What follows belongs to an exercise in optimizing a design on an open flow for small area; a production flow would make more cautious choices. RTL that was checked went through simulation tests only; none was proved equivalent to the original. Function not checked in run 1: the RTL went through the layout flow alone. Power and IR drop assume default switching activity. The clock port is modelled as an ideal driver; clocking choices that lean on that would not hold on a real chip.

**flow/run.sh**
```bash
#!/bin/bash
# synth_recipe.tcl (not shown) runs the flow's synth.tcl, then flattens the netlist and writes it again
# the make line also repeats each setting of config.mk as NAME=value (left out here)
make -C /OpenROAD-flow-scripts/flow DESIGN_CONFIG=/design/flow/config.mk WORK_HOME=/design/flow/orfs CLKGATE_MAP_FILE= SYNTH_SCRIPT=/design/flow/synth_recipe.tcl finish
```
**flow/config.mk**
```make
export PLATFORM = sky130hd
export DESIGN_NAME = branch_predictor
export DESIGN_NICKNAME = branch_predictor
export VERILOG_FILES = /design/flow/design.v
export SDC_FILE = /design/flow/constraint.sdc
export NUM_CORES = 4
export LEC_CHECK = 0
export CAP_MARGIN = 20
export CORE_MARGIN = 2
export CORE_UTILIZATION = 60
export CTS_BUF_LIST = sky130_fd_sc_hd__clkbuf_4 sky130_fd_sc_hd__clkbuf_8
export PLACE_DENSITY = 0.7
export SLEW_MARGIN = 20
```
**flow/design.v**
```verilog
package bp_pkg;
  localparam logic [2:0] B_EQNE = 3'd1;
  localparam logic [2:0] B_LTGE = 3'd2;
  localparam logic [2:0] B_JUMP = 3'd3;
  localparam logic [2:0] B_JREG = 3'd4;
endpackage
module sat_counter (
  input  logic [1:0] cnt_i,
  input  logic       up,
  input  logic       force_max,
  input  logic       init,
  output logic [1:0] cnt_c
);
  always_comb begin
    if (force_max)      cnt_c = 2'd3;
    else if (init)      cnt_c = 2'd2;
    else if (up)        cnt_c = (cnt_i == 2'd3) ? 2'd3 : cnt_i + 2'd1;
    else                cnt_c = (cnt_i == 2'd0) ? 2'd0 : cnt_i - 2'd1;
  end
endmodule
module branch_predictor (
  input  logic        clk,
  input  logic        rst_n,
  input  logic [31:0] if_pc,
  output logic        pred_hit,
  output logic        pred_taken,
  output logic [31:0] pred_target,
  input  logic        upd_valid,
  input  logic [31:0] upd_pc,
  input  logic [2:0]  upd_branch_type,
  input  logic        upd_taken,
  input  logic [31:0] upd_target,
  input  logic        upd_pred_taken,
  input  logic [31:0] upd_pred_target,
  output logic        mispredict,
  output logic [31:0] redirect_pc,
  output logic [31:0] perf_branches,
  output logic [31:0] perf_mispredicts
);
  logic [63:0]    valid_q;
  logic [9:0]     tag_q    [64];
  logic [1:0]     cnt_q    [64];
  logic [31:0]    target_q [64];
  logic [31:0] perf_branches_q, perf_mispredicts_q;
  logic [5:0] look_idx, upd_idx;
  logic [9:0] look_tag, upd_tag;
  logic       upd_hit, upd_cond, upd_jump, wr_en, tgt_en;
  logic [1:0] cnt_nxt;
  assign look_idx = if_pc[7:2];
  assign look_tag = if_pc[17:8];
  assign upd_idx  = upd_pc[7:2];
  assign upd_tag  = upd_pc[17:8];
  logic [63:0] look_sel_n, upd_sel_n;
  for (genvar g = 0; g < 64; g++) begin : g_sel
    assign look_sel_n[g] = (look_idx != 6'(g));
    assign upd_sel_n[g]  = (upd_idx  != 6'(g));
  end
  logic        look_valid, upd_valid_e;
  logic [9:0]  look_tag_e, upd_tag_e;
  logic        look_cnt1;
  logic [1:0]  upd_cnt_e;
  logic [31:0] look_target;
  always_comb begin
    look_valid  = 1'b1;
    look_tag_e  = '1;
    look_cnt1   = 1'b1;
    look_target = '1;
    upd_valid_e = 1'b1;
    upd_tag_e   = '1;
    upd_cnt_e   = '1;
    for (int g = 0; g < 64; g++) begin
      look_valid  &= valid_q[g]     | look_sel_n[g];
      look_tag_e  &= tag_q[g]       | {10{look_sel_n[g]}};
      look_cnt1   &= cnt_q[g][1]    | look_sel_n[g];
      look_target &= target_q[g]    | {32{look_sel_n[g]}};
      upd_valid_e &= valid_q[g]     | upd_sel_n[g];
      upd_tag_e   &= tag_q[g]       | {10{upd_sel_n[g]}};
      upd_cnt_e   &= cnt_q[g]       | {2{upd_sel_n[g]}};
    end
  end
  assign pred_hit    = look_valid && (look_tag_e == look_tag);
  assign pred_taken  = pred_hit && look_cnt1;
  assign pred_target = pred_hit ? look_target : if_pc + 32'd8;
  assign upd_hit  = upd_valid_e && (upd_tag_e == upd_tag);
  assign upd_cond = (upd_branch_type == bp_pkg::B_EQNE) || (upd_branch_type == bp_pkg::B_LTGE);
  assign upd_jump = (upd_branch_type == bp_pkg::B_JUMP) || (upd_branch_type == bp_pkg::B_JREG);
  assign wr_en    = upd_valid && (upd_cond || upd_jump) && (upd_hit || upd_taken);
  assign tgt_en   = upd_taken || upd_jump;
  sat_counter u_sat_counter (
    .cnt_i     (upd_cnt_e),
    .up        (upd_taken),
    .force_max (upd_jump),
    .init      (!upd_hit),
    .cnt_c     (cnt_nxt)
  );
  assign mispredict  = upd_valid && ((upd_taken != upd_pred_taken) ||
                                     (upd_taken && (upd_target != upd_pred_target)));
  assign redirect_pc = !upd_valid ? 32'd0 : (upd_taken ? upd_target : upd_pc + 32'd8);
  for (genvar g = 0; g < 64; g++) begin : g_entry
    logic e_wr;
    assign e_wr = wr_en && !upd_sel_n[g];
    always_ff @(posedge clk) begin
      if (!rst_n)    valid_q[g] <= 1'b0;
      else if (e_wr) valid_q[g] <= 1'b1;
    end
    always_ff @(posedge clk) begin
      if (e_wr) begin
        tag_q[g] <= upd_tag;
        cnt_q[g] <= cnt_nxt;
        if (tgt_en) target_q[g] <= upd_target;
      end
    end
  end
  always_ff @(posedge clk) begin
    if (!rst_n) begin
      perf_branches_q    <= '0;
      perf_mispredicts_q <= '0;
    end else begin
      if (upd_valid)  perf_branches_q    <= perf_branches_q + 32'd1;
      if (mispredict) perf_mispredicts_q <= perf_mispredicts_q + 32'd1;
    end
  end
  assign perf_branches    = perf_branches_q;
  assign perf_mispredicts = perf_mispredicts_q;
endmodule
```
**flow/constraint.sdc**
```tcl
create_clock -name core_clock -period 12.0 [get_ports {clk}]
set_input_delay 2.4000 -clock core_clock [delete_from_list [all_inputs] [get_ports {clk}]]
set_output_delay 2.4000 -clock core_clock [all_outputs]
set_load 0.01 [all_outputs]
```
==> results.txt, run 1 <==
status did not finish; Stopped at global routing (5_1_grt); Error [ERROR GRT-0232] Routing congestion too high. Check the congestion heatmap in the GUI.; FFs w/ async S/R, synth 0; Post-synth EDFFs around 2,800; sequential share of the synthesized area 0.7688; area leader, netlist edfxtp_1; CTS sink count just under 3,000; Total GRT Usage 0.8009; Syn Std Cell Area between 100,000 and 150,000 µm²; share of the synthesized area in the top cell type 0.7461; top cells by count, synth edfxtp_1 (2,816), o22ai_1 (1,559), nor2_1 (580); Yosys reg bits roughly 3,000; largest net degree at the start of global routing 84; CTS Hold Bufs 0; Main synth FF type edfxtp_1; Die Y-Extent between 400 and 500 µm; Syn Nets approximately 7,700; ranking of synthesized cells by area edfxtp_1 (75%), o22ai_1 (8.6%), dfxtp_1 (2.3%), nor2_1 (1.9%), nor3_1 (1.4%); root cell of the clock tree clkbuf_8; Syn Inst Count roughly 7,500; row count between 150 and 200; H-tree Lvls 5; total CTS buffers between 400 and 500; IO Port Bufs around 270; Post-DP HPWL between 400 and 500 mm; Die X around 440 µm; Bufs on Longest Clock Path 4; Initial Util 0.6035; Mapped Avg Cell Area 15.05 µm²; initial antenna violation count ~160; global route overflow around 170; Yosys warnings 5; post-CTS setup buffers 0; # IOs approximately 270; Yosys cell types 78; top-count cell post-synth edfxtp_1; RD Place Congestion 1.114; CTS resizes 0
==> through the flow <==
stage	instances	setup slack, ns	total power (W)	instance area (µm²)
after floorplan	7529	3.825	0.01180	113300
after global placement	10360	0.7168	0.01244	123300
after detailed placement	10360	0.7731	0.01247	123400
after CTS	11130	0.6911	0.02095	132200
==> cell families after synthesis <==
family                     after synthesis  share of synthesized area
xor gates and xnor gates               154                    0.01190
adders and majority gates                6                  0.0006183
and+or+nand+nor                       2112                    0.09571
muxes                                   61                   0.005719
AOI/OAI and AO/OA                     1783                     0.1006
buffers and inverters                  469                    0.01671
DFF                                   2944                     0.7688
==> how the worst max path moves through the flow <==
stage	startpoint	endpoint	slack [ns]	depth (start not counted)
floorplan	if_pc[2]	pred_target[28]	3.82	13
global placement	if_pc[5]	pred_target[18]	0.72	14
detailed placement	if_pc[6]	pred_target[21]	0.77	15
CTS	if_pc[6]	pred_target[22]	0.69	15
==> power groups by stage <==
stage	Sequential, W	Clock (W)	Combinational, W
2_1_floorplan	0.0115	0	0.000307
3_3_place_gp	0.0115	0	0.000943
4_1_cts	0.0113	0.00868	0.000983
3_5_place_dp	0.0115	0	0.000967
==> layer usage <==
metal,overflow,track usage
met5,1,0.5057
met2,66,0.9127
met1,20,0.8166
met4,73,0.7551
met3,13,0.6992
==> run 2, diff against run 1 <==
--- a/flow/design.v
+++ b/flow/design.v
@@ -17,6 +17,30 @@
     else if (up)        cnt_c = (cnt_i == 2'd3) ? 2'd3 : cnt_i + 2'd1;
     else                cnt_c = (cnt_i == 2'd0) ? 2'd0 : cnt_i - 2'd1;
   end
+endmodule
+module bp_read4 (
+  input  logic [3:0] d,
+  input  logic [3:0] sel_n,
+  output logic       y
+);
+  assign y = &(d | sel_n);
+endmodule
+module bp_nand16 (
+  input  logic [15:0] a,
+  output logic        y
+);
+  assign y = !(&a);
+endmodule
+module bp_read64 (
+  input  logic [63:0] d,
+  input  logic [63:0] sel_n,
+  output logic        y_n
+);
+  logic [15:0] q;
+  for (genvar i = 0; i < 16; i++) begin : g_q
+    bp_read4 u_rd (.d(d[4*i +: 4]), .sel_n(sel_n[4*i +: 4]), .y(q[i]));
+  end
+  bp_nand16 u_out (.a(q), .y(y_n));
 endmodule
 module branch_predictor (
   input  logic        clk,
@@ -60,24 +84,45 @@
   logic        look_cnt1;
   logic [1:0]  upd_cnt_e;
   logic [31:0] look_target;
-  always_comb begin
-    look_valid  = 1'b1;
-    look_tag_e  = '1;
-    look_cnt1   = 1'b1;
-    look_target = '1;
-    upd_valid_e = 1'b1;
-    upd_tag_e   = '1;
-    upd_cnt_e   = '1;
-    for (int g = 0; g < 64; g++) begin
-      look_valid  &= valid_q[g]     | look_sel_n[g];
-      look_tag_e  &= tag_q[g]       | {10{look_sel_n[g]}};
-      look_cnt1   &= cnt_q[g][1]    | look_sel_n[g];
-      look_target &= target_q[g]    | {32{look_sel_n[g]}};
-      upd_valid_e &= valid_q[g]     | upd_sel_n[g];
-      upd_tag_e   &= tag_q[g]       | {10{upd_sel_n[g]}};
-      upd_cnt_e   &= cnt_q[g]       | {2{upd_sel_n[g]}};
+  logic [63:0] col_tag [10];
+  logic [63:0] col_cnt [2];
+  logic [63:0] col_tgt [32];
+  for (genvar g = 0; g < 64; g++) begin : g_col
+    for (genvar b = 0; b < 10; b++) begin : g_t
+      assign col_tag[b][g] = tag_q[g][b];
+    end
+    for (genvar b = 0; b < 2; b++) begin : g_c
+      assign col_cnt[b][g] = cnt_q[g][b];
+    end
+    for (genvar b = 0; b < 32; b++) begin : g_x
+      assign col_tgt[b][g] = target_q[g][b];
     end
   end
+  logic        look_valid_n, upd_valid_n;
+  logic [9:0]  look_tag_n, upd_tag_n;
+  logic        look_cnt1_n;
+  logic [1:0]  upd_cnt_n;
+  logic [31:0] look_target_n;
+  bp_read64 u_look_valid (.d(valid_q), .sel_n(look_sel_n), .y_n(look_valid_n));
+  bp_read64 u_upd_valid  (.d(valid_q), .sel_n(upd_sel_n),  .y_n(upd_valid_n));
+  for (genvar b = 0; b < 10; b++) begin : g_rtag
+    bp_read64 u_look (.d(col_tag[b]), .sel_n(look_sel_n), .y_n(look_tag_n[b]));
+    bp_read64 u_upd  (.d(col_tag[b]), .sel_n(upd_sel_n),  .y_n(upd_tag_n[b]));
+  end
+  bp_read64 u_look_cnt (.d(col_cnt[1]), .sel_n(look_sel_n), .y_n(look_cnt1_n));
+  for (genvar b = 0; b < 2; b++) begin : g_rcnt
+    bp_read64 u_upd (.d(col_cnt[b]), .sel_n(upd_sel_n), .y_n(upd_cnt_n[b]));
+  end
+  for (genvar b = 0; b < 32; b++) begin : g_rtgt
+    bp_read64 u_look (.d(col_tgt[b]), .sel_n(look_sel_n), .y_n(look_target_n[b]));
+  end
+  assign look_valid  = !look_valid_n;
+  assign upd_valid_e = !upd_valid_n;
+  assign look_tag_e  = ~look_tag_n;
+  assign upd_tag_e   = ~upd_tag_n;
+  assign look_cnt1   = !look_cnt1_n;
+  assign upd_cnt_e   = ~upd_cnt_n;
+  assign look_target = ~look_target_n;
   assign pred_hit    = look_valid && (look_tag_e == look_tag);
   assign pred_taken  = pred_hit && look_cnt1;
   assign pred_target = pred_hit ? look_target : if_pc + 32'd8;
--- a/flow/config.mk
+++ b/flow/config.mk
@@ -7,7 +7,9 @@
 export LEC_CHECK = 0
 export CAP_MARGIN = 20
 export CORE_MARGIN = 2
-export CORE_UTILIZATION = 60
-export CTS_BUF_LIST = sky130_fd_sc_hd__clkbuf_4 sky130_fd_sc_hd__clkbuf_8
-export PLACE_DENSITY = 0.7
+export CORE_UTILIZATION = 50
+export CTS_BUF_LIST = sky130_fd_sc_hd__clkbuf_16
+export CTS_CLUSTER_DIAMETER = 100
+export CTS_CLUSTER_SIZE = 30
 export SLEW_MARGIN = 20
+export SYNTH_HIERARCHICAL = 1
==> run 2 against run 1 <==
Effect of this change:
- the run now finishes clean
- synthesized area decreased by 2.5%
- synthesized cell count fell by 4.4%
==> results.txt, run 2 <==
post-route ant nets 0; Bufs on Longest Clock Path 3 (-1); Hold Worst Slack about 0.48 ns; vias in the first global route about 68,000; Final Skew approximately 0.058 ns; worst vdd ir between 0.1 and 0.15 mV; Total GRT Usage 0.3517; layout overhead on the synthesized area 11.29%; Via density 6.787; Yosys reg bits 2,944 (unchanged); Final #Nets approximately 7,900; Die X 474.2 µm (+8.1%); Regs by FF count target_q: 2048 flops, tag_q: 640 flops, cnt_q: 128 flops; TritonRoute pass-1 iters 6; Worst Path Required about 9.6 ns; DR iter-0 viols approximately 12,000; worst min-delay path class register to register; Mapped Avg Cell Area 15.35 µm² (+2.0%); H-tree Lvls 3 (-2); commonest non-fill, non-tap cells in the layout edfxtp_1 (2,816), o22ai_1 (1,824), nor2_1 (1,036); Worst Setup End Kind output port; first-pass GRT wire length between 500 and 600 mm; Initial Util 0.5031 (-0.1004); detailed-route via count approximately 74,000; share of the synthesized area in the top cell type 0.7650 (+0.01885); root cell of the clock tree clkbuf_16; sequential share of the synthesized area 0.7882 (+0.01942); top-count cell post-synth edfxtp_1; endpoints failing hold 0; latest clock arrival within the worst-skew pair between 0.8 and 0.9 ns; Syn Nets 7,341 (-4.3%); worst slew pin tran approximately 1.3 ns; period utilization 0.8894; max cap viols 0; Core ar. between 200,000 and 250,000 µm²; # fillers approximately 17,000; top cells by count, synth edfxtp_1 (2,816), o22ai_1 (1,824), nor2_1 (1,121); P per Cell Area around 140 nW/µm²; setup_tns 0 ns; row count 172 (+8.2%); wire per inst between 30 and 40 µm; DIE AREA ~220,000 µm²; R2R depth 11; Largest Register target_q; Syn Std Cell Area 110,500 µm² (-2.5%); # IOs 267 (unchanged); CTS sink count 2,944 (unchanged); final std cells w/o fill 10,900; Slew headroom 0.1559; status complete, no violations; commonest non-fill, non-tap cell in the layout edfxtp_1; FFs w/ async S/R, synth 0 (unchanged); Yosys cell types 53 (-32%); Pleak roughly 38 nW; Post-synth EDFFs 2,816 (unchanged); max reg flops about 2,000; min Tclk post-route roughly 11 ns; CTS resizes 0 (unchanged); share of post-route cells with drive strength above 1 0.08582; Critical Path Source Type primary input; Die Y-Extent 474.2 µm (+8.1%); Max Transition Viols Final 0; largest net degree at the start of global routing 84; total CTS buffers 113 (-75%); Post-DP HPWL 269.8 mm (-33%); post-CTS setup buffers 0 (unchanged); area leader, netlist edfxtp_1; critical path type primary input to output port; Post-Place Cells 10,630 (+2.7%); initial antenna violation count 54; Syn Inst Count 7,201 (-4.4%); RD Place Congestion 1.038 (-6.9%); crit path DAT about 8.3 ns; Main synth FF type edfxtp_1; highest clock rate 93.70 MHz; CTS Hold Bufs 0 (unchanged); global route overflow 0; Yosys warnings 20 (+15); final setup fails 0; crit-path max FO 26; ranking of synthesized cells by area edfxtp_1 (76%), o22ai_1 (10%), nor2_1 (3.8%), dfxtp_1 (2.3%), nand4_1 (1.4%); design area about 120,000 µm²; total power 0.01705 W; hold path depth 2; CTS tree yes; routed wire length between 400 and 500 mm; detailed-route DRC error count 0; cell area after placement 119,400 µm² (-3.2%); RSZ-0062 raised after global routing false; CTS clk-pin slew, worst paths about 0.11 ns; IO Port Bufs 266 (unchanged)
run 2: logic make-up after synthesis:
group | Yosys count | share of synthesized area
simple gates | 1973 | 0.08035
xor+xnor | 136 | 0.01078
compound gates | 2014 | 0.1138
flops | 2944 | 0.7882
mux | 21 | 0.001902
fa+ha+maj | 5 | 0.0005546
buf+inv | 108 | 0.004483
run 2: final timing paths:
check,from,to,slack [ns]
hold / removal,valid_q[3]$_SDFFE_PN0P_,valid_q[3]$_SDFFE_PN0P_,0.48
hold reg to reg,valid_q[3]$_SDFFE_PN0P_,valid_q[3]$_SDFFE_PN0P_,0.48
setup reg to reg,tag_q[20][6]$_DFFE_PP_,target_q[48][7]$_DFFE_PP_,6.26
setup / recovery,if_pc[5],pred_target[28],1.33
run 2: final cells by class:
class	count	area, µm²	share of cell area
multi-input cells	4149	23690	0.1925
inverters	19	71.32	0.0005797
repair buffers	567	4936	0.04012
clock inverters	49	410.4	0.003336
well taps	2958	3701	0.03009
diodes	95	237.7	0.001932
clock buffers	114	2853	0.02319
flip-flops and latches	2944	87120	0.7082
run 2: where the power goes:
| part | internal, W | leakage (nW) | switching, W |
|---|---|---|---|
| logic | 0.000207 | 9.80 | 0.000692 |
| registers | 0.0112 | 26.4 | 0.00000965 |
| clock network | 0.00180 | 1.70 | 0.00310 |
run 2: Yosys stat by module (local to each module, per instance), a selection:
module	flops+latches	copies in the design	cell area (µm²)
bp_read4	0	912	16.27
bp_nand16	0	57	32.53
branch_predictor	2944	1	93800
sat_counter	0	1	45.04
run 2: metal layers:
metal	vias up	share of wire	GRT usage
met1	37690	0.37	0.4685
met3	829	0.10	0.05982
li1	30680	-	-
met5	-	0.00043	0
met2	4715	0.46	0.5431
met4	28	0.073	0.2165
run 2: stage by stage:
stage                     worst slack [ns]  utilization
after global placement               1.503       0.5423
after global routing                 1.261       0.5596
final                                1.327       0.5599
after CTS                            1.477       0.5584
after floorplan                      3.478            -
after detailed placement             1.495       0.5435
run 2: worst max-delay path, stage by stage:
cell             delay (ns)
clkdlybuf4s50_1        0.79
nand2_1                0.33
nor3_1                 0.87
nand2_2                0.76
o22ai_1                0.37
nor2_1                 0.09
nand4_1                0.30
or4_1                  0.20
xnor2_1                0.08
nor4_1                 0.31
and3_2                 0.45
buf_4                  0.38
mux2i_1                0.27
clkdlybuf4s50_1        0.59
==> run 3, diff against run 2 <==
==> flow/flow/run.sh (new file) <==
#!/bin/bash
# Layout flow: the standard ORFS flow, with two changes to what it places:
# ports are buffered with the smallest buffer, and clock tree synthesis adds
# no dummy loads. Synthesis, floorplan, power grid and taps are the standard ones.
set -euo pipefail
export BUFFER_PORTS_ARGS="-buffer_cell sky130_fd_sc_hd__buf_1"
export CTS_ARGS="-sink_clustering_enable -repair_clock_nets -sink_clustering_size 25 -sink_clustering_max_diameter 100 -buf_list sky130_fd_sc_hd__clkbuf_16 -dont_use_dummy_load"
bash standard.sh > flow_make.log 2>&1
==> flow/standard.sh (new file) <==
#!/bin/bash
# synth_recipe.tcl (not shown) runs the flow's synth.tcl, then flattens the netlist and writes it again
# the make line also repeats each setting of config.mk as NAME=value (left out here)
make -C /OpenROAD-flow-scripts/flow DESIGN_CONFIG=/design/flow/config.mk WORK_HOME=/design/flow/orfs CLKGATE_MAP_FILE= SYNTH_SCRIPT=/design/flow/synth_recipe.tcl "${@:-finish}"
--- a/flow/config.mk
+++ b/flow/config.mk
@@ -10,6 +10,6 @@
 export CORE_UTILIZATION = 50
 export CTS_BUF_LIST = sky130_fd_sc_hd__clkbuf_16
 export CTS_CLUSTER_DIAMETER = 100
-export CTS_CLUSTER_SIZE = 30
+export CTS_CLUSTER_SIZE = 25
 export SLEW_MARGIN = 20
 export SYNTH_HIERARCHICAL = 1
removed: flow/run.sh
==> run 3 against run 2 <==
Effect of this change:
- global-route usage is 0.49 points lower
- critical endpoint is now pred_target[17]
- critical path type unchanged
- still clean
- sequential share of layout area up 0.66 points
- combinational power fell by 4.8%
==> results.txt, run 3 <==
commonest non-fill, non-tap cell in the layout edfxtp_1; CTS Hold Bufs 0 (unchanged); CTS resizes 0 (unchanged); Slew headroom 0.1669 (+0.01099); P per Cell Area 141.2 nW/µm² (+1.9%); max reg flops 2,048 (unchanged); Yosys cell types 53 (unchanged); crit-path max FO 34 (+31%); cell area after placement 118,100 µm² (-1.1%); hold path start valid_q[35]$_SDFFE_PN0P_; Bufs on Longest Clock Path 3 (unchanged); top-count cell post-synth edfxtp_1; detailed-route via count 74,490 (+0.74%); IO Port Bufs 266 (unchanged); worst vdd ir 0.1536 mV (+11%); worst slew pin tran 1.247 ns (-0.009841 ns); CTS clk-pin slew, worst paths 0.10 ns (about the same); crit path DAT 7.90 ns (-0.37 ns); area leader, netlist edfxtp_1; routed wire length 396.1 mm (-1.7%); highest clock rate 97.05 MHz (+3.6%); Die X 474.2 µm (unchanged); Hold Worst Slack 0.4794 ns (+0.002640 ns); top cells by count, synth edfxtp_1 (2,816), o22ai_1 (1,824), nor2_1 (1,121); Yosys reg bits 2,944 (unchanged); hold path depth 2 (unchanged); worst reg2reg path endpoint target_q[61][6]$_DFFE_PP_; Critical Path Source Type primary input; total CTS buffers 137 (+21%); R2R setup slack 6.72 ns (+0.46 ns); Via density 6.863 (+1.1%); Final #Nets 7,964 (+0.38%); share of the synthesized area in the top cell type 0.7650 (unchanged); largest net degree at the start of global routing 69 (-18%); Regs by FF count target_q: 2048 flops, tag_q: 640 flops, cnt_q: 128 flops; Syn Inst Count 7,201 (unchanged); Post-Place Cells 10,640 (+0.028%); max cap viols 0 (unchanged); latest clock arrival within the worst-skew pair 0.87 ns (+0.02 ns); final std cells w/o fill 10,850 (-0.39%); FFs w/ async S/R, synth 0 (unchanged); TritonRoute pass-1 iters 8 (+2); Seq pwr share 0.654 (-0.006); Mapped Avg Cell Area 15.35 µm² (unchanged); commonest non-fill, non-tap cells in the layout edfxtp_1 (2,816), o22ai_1 (1,824), nor2_1 (1,041); min Tclk post-route 10.30 ns (-0.3689 ns); vias in the first global route 68,300 (+0.89%); Pleak 37.46 nW (-1.2%); post-CTS setup buffers 0 (unchanged); setup_tns 0 ns (unchanged); detailed-route DRC error count 0 (unchanged); R2R Path Start tag_q[47][6]$_DFFE_PP_; H-tree Lvls 4 (+1); endpoints failing hold 0 (unchanged); Largest Register target_q; Worst Setup End Kind output port; wire per inst 36.50 µm (-1.3%); post-route ant nets 0 (unchanged); Main synth FF type edfxtp_1; worst min-delay path class register to register; switch share 0.2172 (-0.005595); design area 121,900 µm² (-0.93%); DIE AREA 224,900 µm² (unchanged); sequential share of the synthesized area 0.7882 (unchanged); RD Place Congestion 1.035 (-0.32%); share of post-route cells with drive strength above 1 0.08591 (+0.00009159); Initial Util 0.5031 (unchanged); Post-synth EDFFs 2,816 (unchanged); Max Transition Viols Final 0 (unchanged); status complete, no violations; Hold Path Sink valid_q[35]$_SDFFE_PN0P_; row count 172 (unchanged); final setup fails 0 (unchanged); Syn Std Cell Area 110,500 µm² (unchanged); Yosys warnings 20 (unchanged); DR iter-0 viols 11,710 (+1.5%); internal power 0.01347 W (+1.6%); initial antenna violation count 61 (+13%); critical path type primary input to output port; CTS sink count 2,944 (unchanged); Final Skew 0.1024 ns (+0.04428 ns); period utilization 0.8586 (-0.03074); power share of the clock group 0.296 (+0.009); Core ar. 219,700 µm² (unchanged); global route overflow 0 (unchanged); combinational power share 0.050 (-0.003); net switching power 0.003736 W (-1.6%); CTS tree yes; layout overhead on the synthesized area 10.25%; ranking of synthesized cells by area edfxtp_1 (76%), o22ai_1 (10%), nor2_1 (3.8%), dfxtp_1 (2.3%), nand4_1 (1.4%); Syn Nets 7,341 (unchanged); first-pass GRT wire length 541.0 mm (-0.95%); Worst Path Required 9.60 ns (about the same); Post-DP HPWL 262.5 mm (-2.7%); # IOs 267 (unchanged); Die Y-Extent 474.2 µm (unchanged); R2R depth 12 (+1); Total GRT Usage 0.3468 (-0.004892); RSZ-0062 raised after global routing false; root cell of the clock tree clkbuf_16
-- run 3: cell counts after synthesis --
Identical to the previous run, type by type.
-- run 3: modules after synthesis, one instance, submodules excluded, a selection --
module / cells / cell area (µm²) / times used / flops+latches
branch_predictor: 4174 / 93800 / 1 / 2944
bp_read4: 3 / 16.27 / 912 / 0
sat_counter: 6 / 45.04 / 1 / 0
bp_nand16: 5 / 32.53 / 57 / 0
-- run 3: final cells by class --
| class | instances | area (µm²) |
|---|---|---|
| fillers | 17570 | 97850 |
| well taps | 2958 | 3701 |
| inverters | 19 | 71.32 |
| repair buffers | 573 | 3684 |
| clock buffers | 137 | 3428 |
| flip-flops and latches | 2944 | 87120 |
| multi-input cells | 4149 | 23680 |
| diodes | 73 | 182.7 |
-- run 3: critical path, stage by stage --
cell and delay, ns:
buf_1 0.40, buf_4 0.29, nand2b_1 0.21, nor3_1 0.15
nand2_2 0.42, buf_4 0.51, o22ai_1 0.17, nor2_1 0.26
nand4_1 0.31, or4_1 0.51, xnor2_1 0.14, nor4_1 0.31
and3_2 0.95, buf_4 0.39, nor2_1 0.08, a21oi_1 0.16
buf_1 0.20
-- run 3: layer usage --
metal / routed length [µm] / vias up / share of wire / global-route usage
met5: 166 / - / 0.00042 / 0.004110
met4: 32940 / 26 / 0.083 / 0.2414
met3: 41550 / 949 / 0.10 / 0.05939
met2: 176800 / 4994 / 0.45 / 0.5193
met1: 144600 / 37860 / 0.37 / 0.4646
li1: - / 30660 / - / -
-- run 3: kinds of logic after synthesis --
| kind of cell | after synthesis | share of synthesized area |
|---|---|---|
| AO/OA/AOI/OAI | 2014 | 0.1138 |
| XOR/XNOR | 136 | 0.01078 |
| adder cells (fa/ha/maj) | 5 | 0.0005546 |
| buffers and inverters | 108 | 0.004483 |
| flip-flops | 2944 | 0.7882 |
| multiplexers | 21 | 0.001902 |
| AND/OR/NAND/NOR | 1973 | 0.08035 |
-- run 3: power groups by stage --
stage | sequential [W] | combinational (W) | clock [W]
2_1_floorplan | 0.0115 | 0.000255 | 0
3_3_place_gp | 0.0115 | 0.000818 | 0
3_5_place_dp | 0.0115 | 0.000828 | 0
4_1_cts | 0.0113 | 0.000830 | 0.00513
5_1_grt | 0.0113 | 0.000862 | 0.00545
6_report | 0.0113 | 0.000856 | 0.00509
-- run 3: worst max-delay path by stage --
stage	depth (start not counted)	start	slack, ns	to
2_1_floorplan	15	if_pc[6]	3.48	pred_target[18]
3_3_place_gp	15	if_pc[4]	1.91	pred_target[14]
3_5_place_dp	15	if_pc[4]	1.85	pred_target[17]
4_1_cts	15	if_pc[4]	1.84	pred_target[17]
5_1_grt	16	if_pc[4]	1.63	pred_target[21]
6_report	17	if_pc[3]	1.70	pred_target[17]
-- run 3: stage by stage --
stage | util | setup WS, ns | power (W)
after floorplan | - | 3.478 | 0.01174
after global placement | 0.5357 | 1.908 | 0.01231
after detailed placement | 0.5375 | 1.851 | 0.01232
after CTS | 0.5531 | 1.842 | 0.01722
after global routing | 0.5545 | 1.631 | 0.01757
final | 0.5547 | 1.696 | 0.01720
==> run 4, diff against run 3 <==
==> flow/flow/run.sh (replaced) <==
#!/bin/bash
# Layout flow: the standard ORFS flow, with two changes to what it places:
# ports are buffered with the smallest buffer, and clock tree synthesis adds
# no dummy loads. Synthesis, floorplan, power grid and taps are the standard ones.
set -euo pipefail
export BUFFER_PORTS_ARGS="-buffer_cell sky130_fd_sc_hd__buf_1"
export CTS_ARGS="-sink_clustering_enable -repair_clock_nets -sink_clustering_size 30 -sink_clustering_max_diameter 100 -buf_list sky130_fd_sc_hd__clkbuf_16 -dont_use_dummy_load"
bash standard.sh > flow_make.log 2>&1
--- a/flow/config.mk
+++ b/flow/config.mk
@@ -5,11 +5,11 @@
 export SDC_FILE = /design/flow/constraint.sdc
 export NUM_CORES = 4
 export LEC_CHECK = 0
-export CAP_MARGIN = 20
+export CAP_MARGIN = 10
 export CORE_MARGIN = 2
 export CORE_UTILIZATION = 50
 export CTS_BUF_LIST = sky130_fd_sc_hd__clkbuf_16
 export CTS_CLUSTER_DIAMETER = 100
-export CTS_CLUSTER_SIZE = 25
-export SLEW_MARGIN = 20
+export CTS_CLUSTER_SIZE = 30
+export SLEW_MARGIN = 10
 export SYNTH_HIERARCHICAL = 1
==> run 4 against run 3 <==
Effect of this change:
- global-route usage shrank 0.19 points
- still clean
- critical endpoint is now pred_target[20]
- setup slack lost 0.11 ns
- routed wire length shrank 0.54%
- clock power decreased by 8.3%
- combinational power barely moved
- flip-flop and latch count did not move
- sequential power hardly changed
- die area unchanged
==> results.txt, run 4 <==
status complete, no violations; Hold Path Sink valid_q[61]$_SDFFE_PN0P_; max cap viols 0 (unchanged); Initial Util 0.5031 (unchanged); root cell of the clock tree clkbuf_16; FFs w/ async S/R, synth 0 (unchanged); Main synth FF type edfxtp_1; total CTS buffers 114 (-17%); Post-Place Cells 10,620 (-0.16%); Yosys warnings 20 (unchanged); crit-path max FO 44 (+29%); Final Skew 0.1379 ns (+0.03553 ns); Regs by FF count target_q: 2048 flops, tag_q: 640 flops, cnt_q: 128 flops; layout overhead on the synthesized area 9.371%; endpoints failing hold 0 (unchanged); RSZ-0062 raised after global routing false; P per Cell Area 138.8 nW/µm² (-1.7%); R2R Path Start tag_q[21][6]$_DFFE_PP_; period utilization 0.8682 (+0.009508); DIE AREA 224,900 µm² (unchanged); IO Port Bufs 266 (unchanged); Syn Std Cell Area 110,500 µm² (unchanged); share of the synthesized area in the top cell type 0.7650 (unchanged); detailed-route DRC error count 0 (unchanged); top cells by count, synth edfxtp_1 (2,816), o22ai_1 (1,824), nor2_1 (1,121); min Tclk post-route 10.42 ns (+0.1141 ns); Worst Path Required 9.60 ns (about the same); max reg flops 2,048 (unchanged); Final #Nets 7,924 (-0.50%); Worst Setup End Kind output port; # fillers 17,700 (+0.76%); R2R setup slack 6.60 ns (-0.12 ns); Pleak 36.99 nW (-1.2%); detailed-route via count 73,890 (-0.81%); CTS Hold Bufs 0 (unchanged); initial antenna violation count 56 (-8.2%); Syn Nets 7,341 (unchanged); Syn Inst Count 7,201 (unchanged); Setup WS pre-CTS 1.847 ns (-0.004050 ns); final std cells w/o fill 10,830 (-0.26%); Die Y-Extent 474.2 µm (unchanged); post-route ant nets 0 (unchanged); Yosys cell types 53 (unchanged); Critical Path Source Type primary input; hold path start valid_q[61]$_SDFFE_PN0P_; Max Transition Viols Final 0 (unchanged); PnR worst setup slack 1.582 ns (-0.1141 ns); ranking of synthesized cells by area edfxtp_1 (76%), o22ai_1 (10%), nor2_1 (3.8%), dfxtp_1 (2.3%), nand4_1 (1.4%); CTS sink count 2,944 (unchanged); Slew headroom 0.1331 (-0.03384); Core ar. 219,700 µm² (unchanged); Mapped Avg Cell Area 15.35 µm² (unchanged); worst reg2reg path endpoint target_q[63][19]$_DFFE_PP_; DR iter-0 viols 12,010 (+2.6%); Total GRT Usage 0.3449 (-0.001939); sequential share of the synthesized area 0.7882 (unchanged); CTS tree yes; Post-synth EDFFs 2,816 (unchanged); Post-DP HPWL 259.8 mm (-1.0%); global route overflow 0 (unchanged); highest clock rate 95.99 MHz (-1.1%); worst vdd ir 0.1642 mV (+6.9%); wire per inst 36.40 µm (-0.28%); hold path depth 2 (unchanged); largest net degree at the start of global routing 69 (unchanged); commonest non-fill, non-tap cells in the layout edfxtp_1 (2,816), o22ai_1 (1,824), nor2_1 (1,053); R2R depth 12 (unchanged); TritonRoute pass-1 iters 9 (+1); Bufs on Longest Clock Path 3 (unchanged); CTS resizes 0 (unchanged); commonest non-fill, non-tap cell in the layout edfxtp_1; Largest Register target_q; first-pass GRT wire length 538.7 mm (-0.42%); worst slew pin tran 1.296 ns (+0.04900 ns); worst min-delay path class register to register; Via density 6.825 (-0.55%); share of post-route cells with drive strength above 1 0.07967 (-0.006240); top-count cell post-synth edfxtp_1; area leader, netlist edfxtp_1; latest clock arrival within the worst-skew pair 0.87 ns (about the same); vias in the first global route 67,970 (-0.48%); row count 172 (unchanged); H-tree Lvls 3 (-1); RD Place Congestion 1.035 (unchanged); setup_tns 0 ns (unchanged); post-CTS setup buffers 0 (unchanged); final setup fails 0 (unchanged); Yosys reg bits 2,944 (unchanged); routed wire length 394.0 mm (-0.54%); CTS clk-pin slew, worst paths 0.11 ns (about the same); crit path DAT 8.02 ns (+0.12 ns); Die X 474.2 µm (unchanged); critical path type primary input to output port; # IOs 267 (unchanged)
[run 4: logic make-up (layout without fill, tap and decap cells)]
logic type               count (synthesis)  after routing  synth area share
flip-flops                            2944           2944            0.7882
AO/OA/AOI/OAI                         2014           2014            0.1138
AND/OR/NAND/NOR                       1973           1973           0.08035
XOR/XNOR                               136            136           0.01078
buffers and inverters                  108            689          0.004483
multiplexers                            21             21          0.001902
adder cells (fa/ha/maj)                  5              5         0.0005546
other                                    0             85                 0
[run 4: worst max-delay path, cell delays in order]
cell,delay (ns)
buf_1,0.71
nand2b_1,0.27
nor2_1,0.19
nand2_2,0.96
o22ai_1,0.22
nor2_1,0.16
nand4_1,0.22
or4_1,0.59
xnor2_1,0.14
nor4_1,0.34
and3_2,0.95
buf_4,0.39
mux2i_1,0.24
buf_1,0.17
[run 4: area by class of cell]
| class | count | area [µm²] | share of cell area |
|---|---|---|---|
| multi-input combinational | 4149 | 23640 | 0.1955 |
| inverter | 19 | 71.32 | 0.0005899 |
| tap | 2958 | 3701 | 0.03061 |
| antenna | 85 | 212.7 | 0.001759 |
| timing repair buffer | 556 | 3297 | 0.02727 |
| clock buffer | 114 | 2853 | 0.02360 |
| sequential | 2944 | 87120 | 0.7206 |
[run 4: report_power, final]
part | switching (W) | leakage (nW) | internal, W
sequential | 0.00000909 | 26.4 | 0.0112
clock | 0.00296 | 1.41 | 0.00170
combinational | 0.000689 | 9.15 | 0.000169
total | 0.00366 | 37.0 | 0.0131
[run 4: worst max path at each step]
stage / start / endpoint / cells after the start
after floorplan: if_pc[6] / pred_target[18] / 15
after global placement: if_pc[4] / pred_target[14] / 15
after detailed placement: if_pc[4] / pred_target[20] / 14
after CTS: if_pc[4] / pred_target[20] / 14
after global routing: if_pc[4] / pred_target[19] / 15
final: if_pc[4] / pred_target[20] / 14
[run 4: per-module statistics from Yosys, one instance, submodules excluded, a selection]
| module | copies in the design | area [µm²] | flip-flops and latches |
|---|---|---|---|
| bp_nand16 | 57 | 32.53 | 0 |
| branch_predictor | 1 | 93800 | 2944 |
| bp_read4 | 912 | 16.27 | 0 |
| sat_counter | 1 | 45.04 | 0 |
[run 4: per-stage QoR]
step / total power (W) / area (µm²) / util / hold WS, ns
finish: 0.01678 / 120900 / 0.5502 / 0.4787
global route: 0.01714 / 120900 / 0.5501 / 0.5023
CTS: 0.01677 / 120600 / 0.5487 / 0.4735
detailed placement: 0.01232 / 117700 / 0.5357 / 0.4617
global placement: 0.01231 / 117700 / 0.5357 / 0.4498
floorplan: 0.01174 / 110500 / - / 0.4395
[run 4: layer usage]
layer / GRT usage / up-vias / routed length [µm]
met5: 0 / - / 152
met4: 0.2427 / 22 / 32410
met3: 0.06218 / 847 / 42530
met2: 0.5188 / 4942 / 176500
met1: 0.4569 / 37480 / 142400
li1: - / 30600 / -

-- what the ideal ports hide --
No port has a modelled driver above. Below, the same layouts with a new extraction and two added sets of constraints.
Step 1 sets driving cells, clkbuf_16 on the clock port and buf_2 on the other inputs (assumed; they add their load-dependent delay and slew).
Step 2 adds t to the input delays and takes it off the output delays; t is the mean of the earliest and latest rising clock arrival at the registers after step 1. Input paths then give back, and output paths get back, about the clock's delay inside the block.
Three values: ideal, step 1, step 2; two values: the first two.
run | shift t [ns] | setup slack, ns | worst setup path at the end | clock arrival spread, ns
run 2 | 0.907 | 1.327 / 1.303 / 1.303 | input to output | 0.058 / 0.058
run 3 | 0.920 | 1.696 / 1.673 / 1.673 | input to output | 0.103 / 0.103
run 4 | 0.895 | 1.582 / 1.553 / 1.553 | input to output | 0.138 / 0.138
After both steps every run listed still meets setup and hold. For run 4, which loses most, drivers alone change the setup slack by -0.029 ns; drivers and shift together by -0.029 ns.
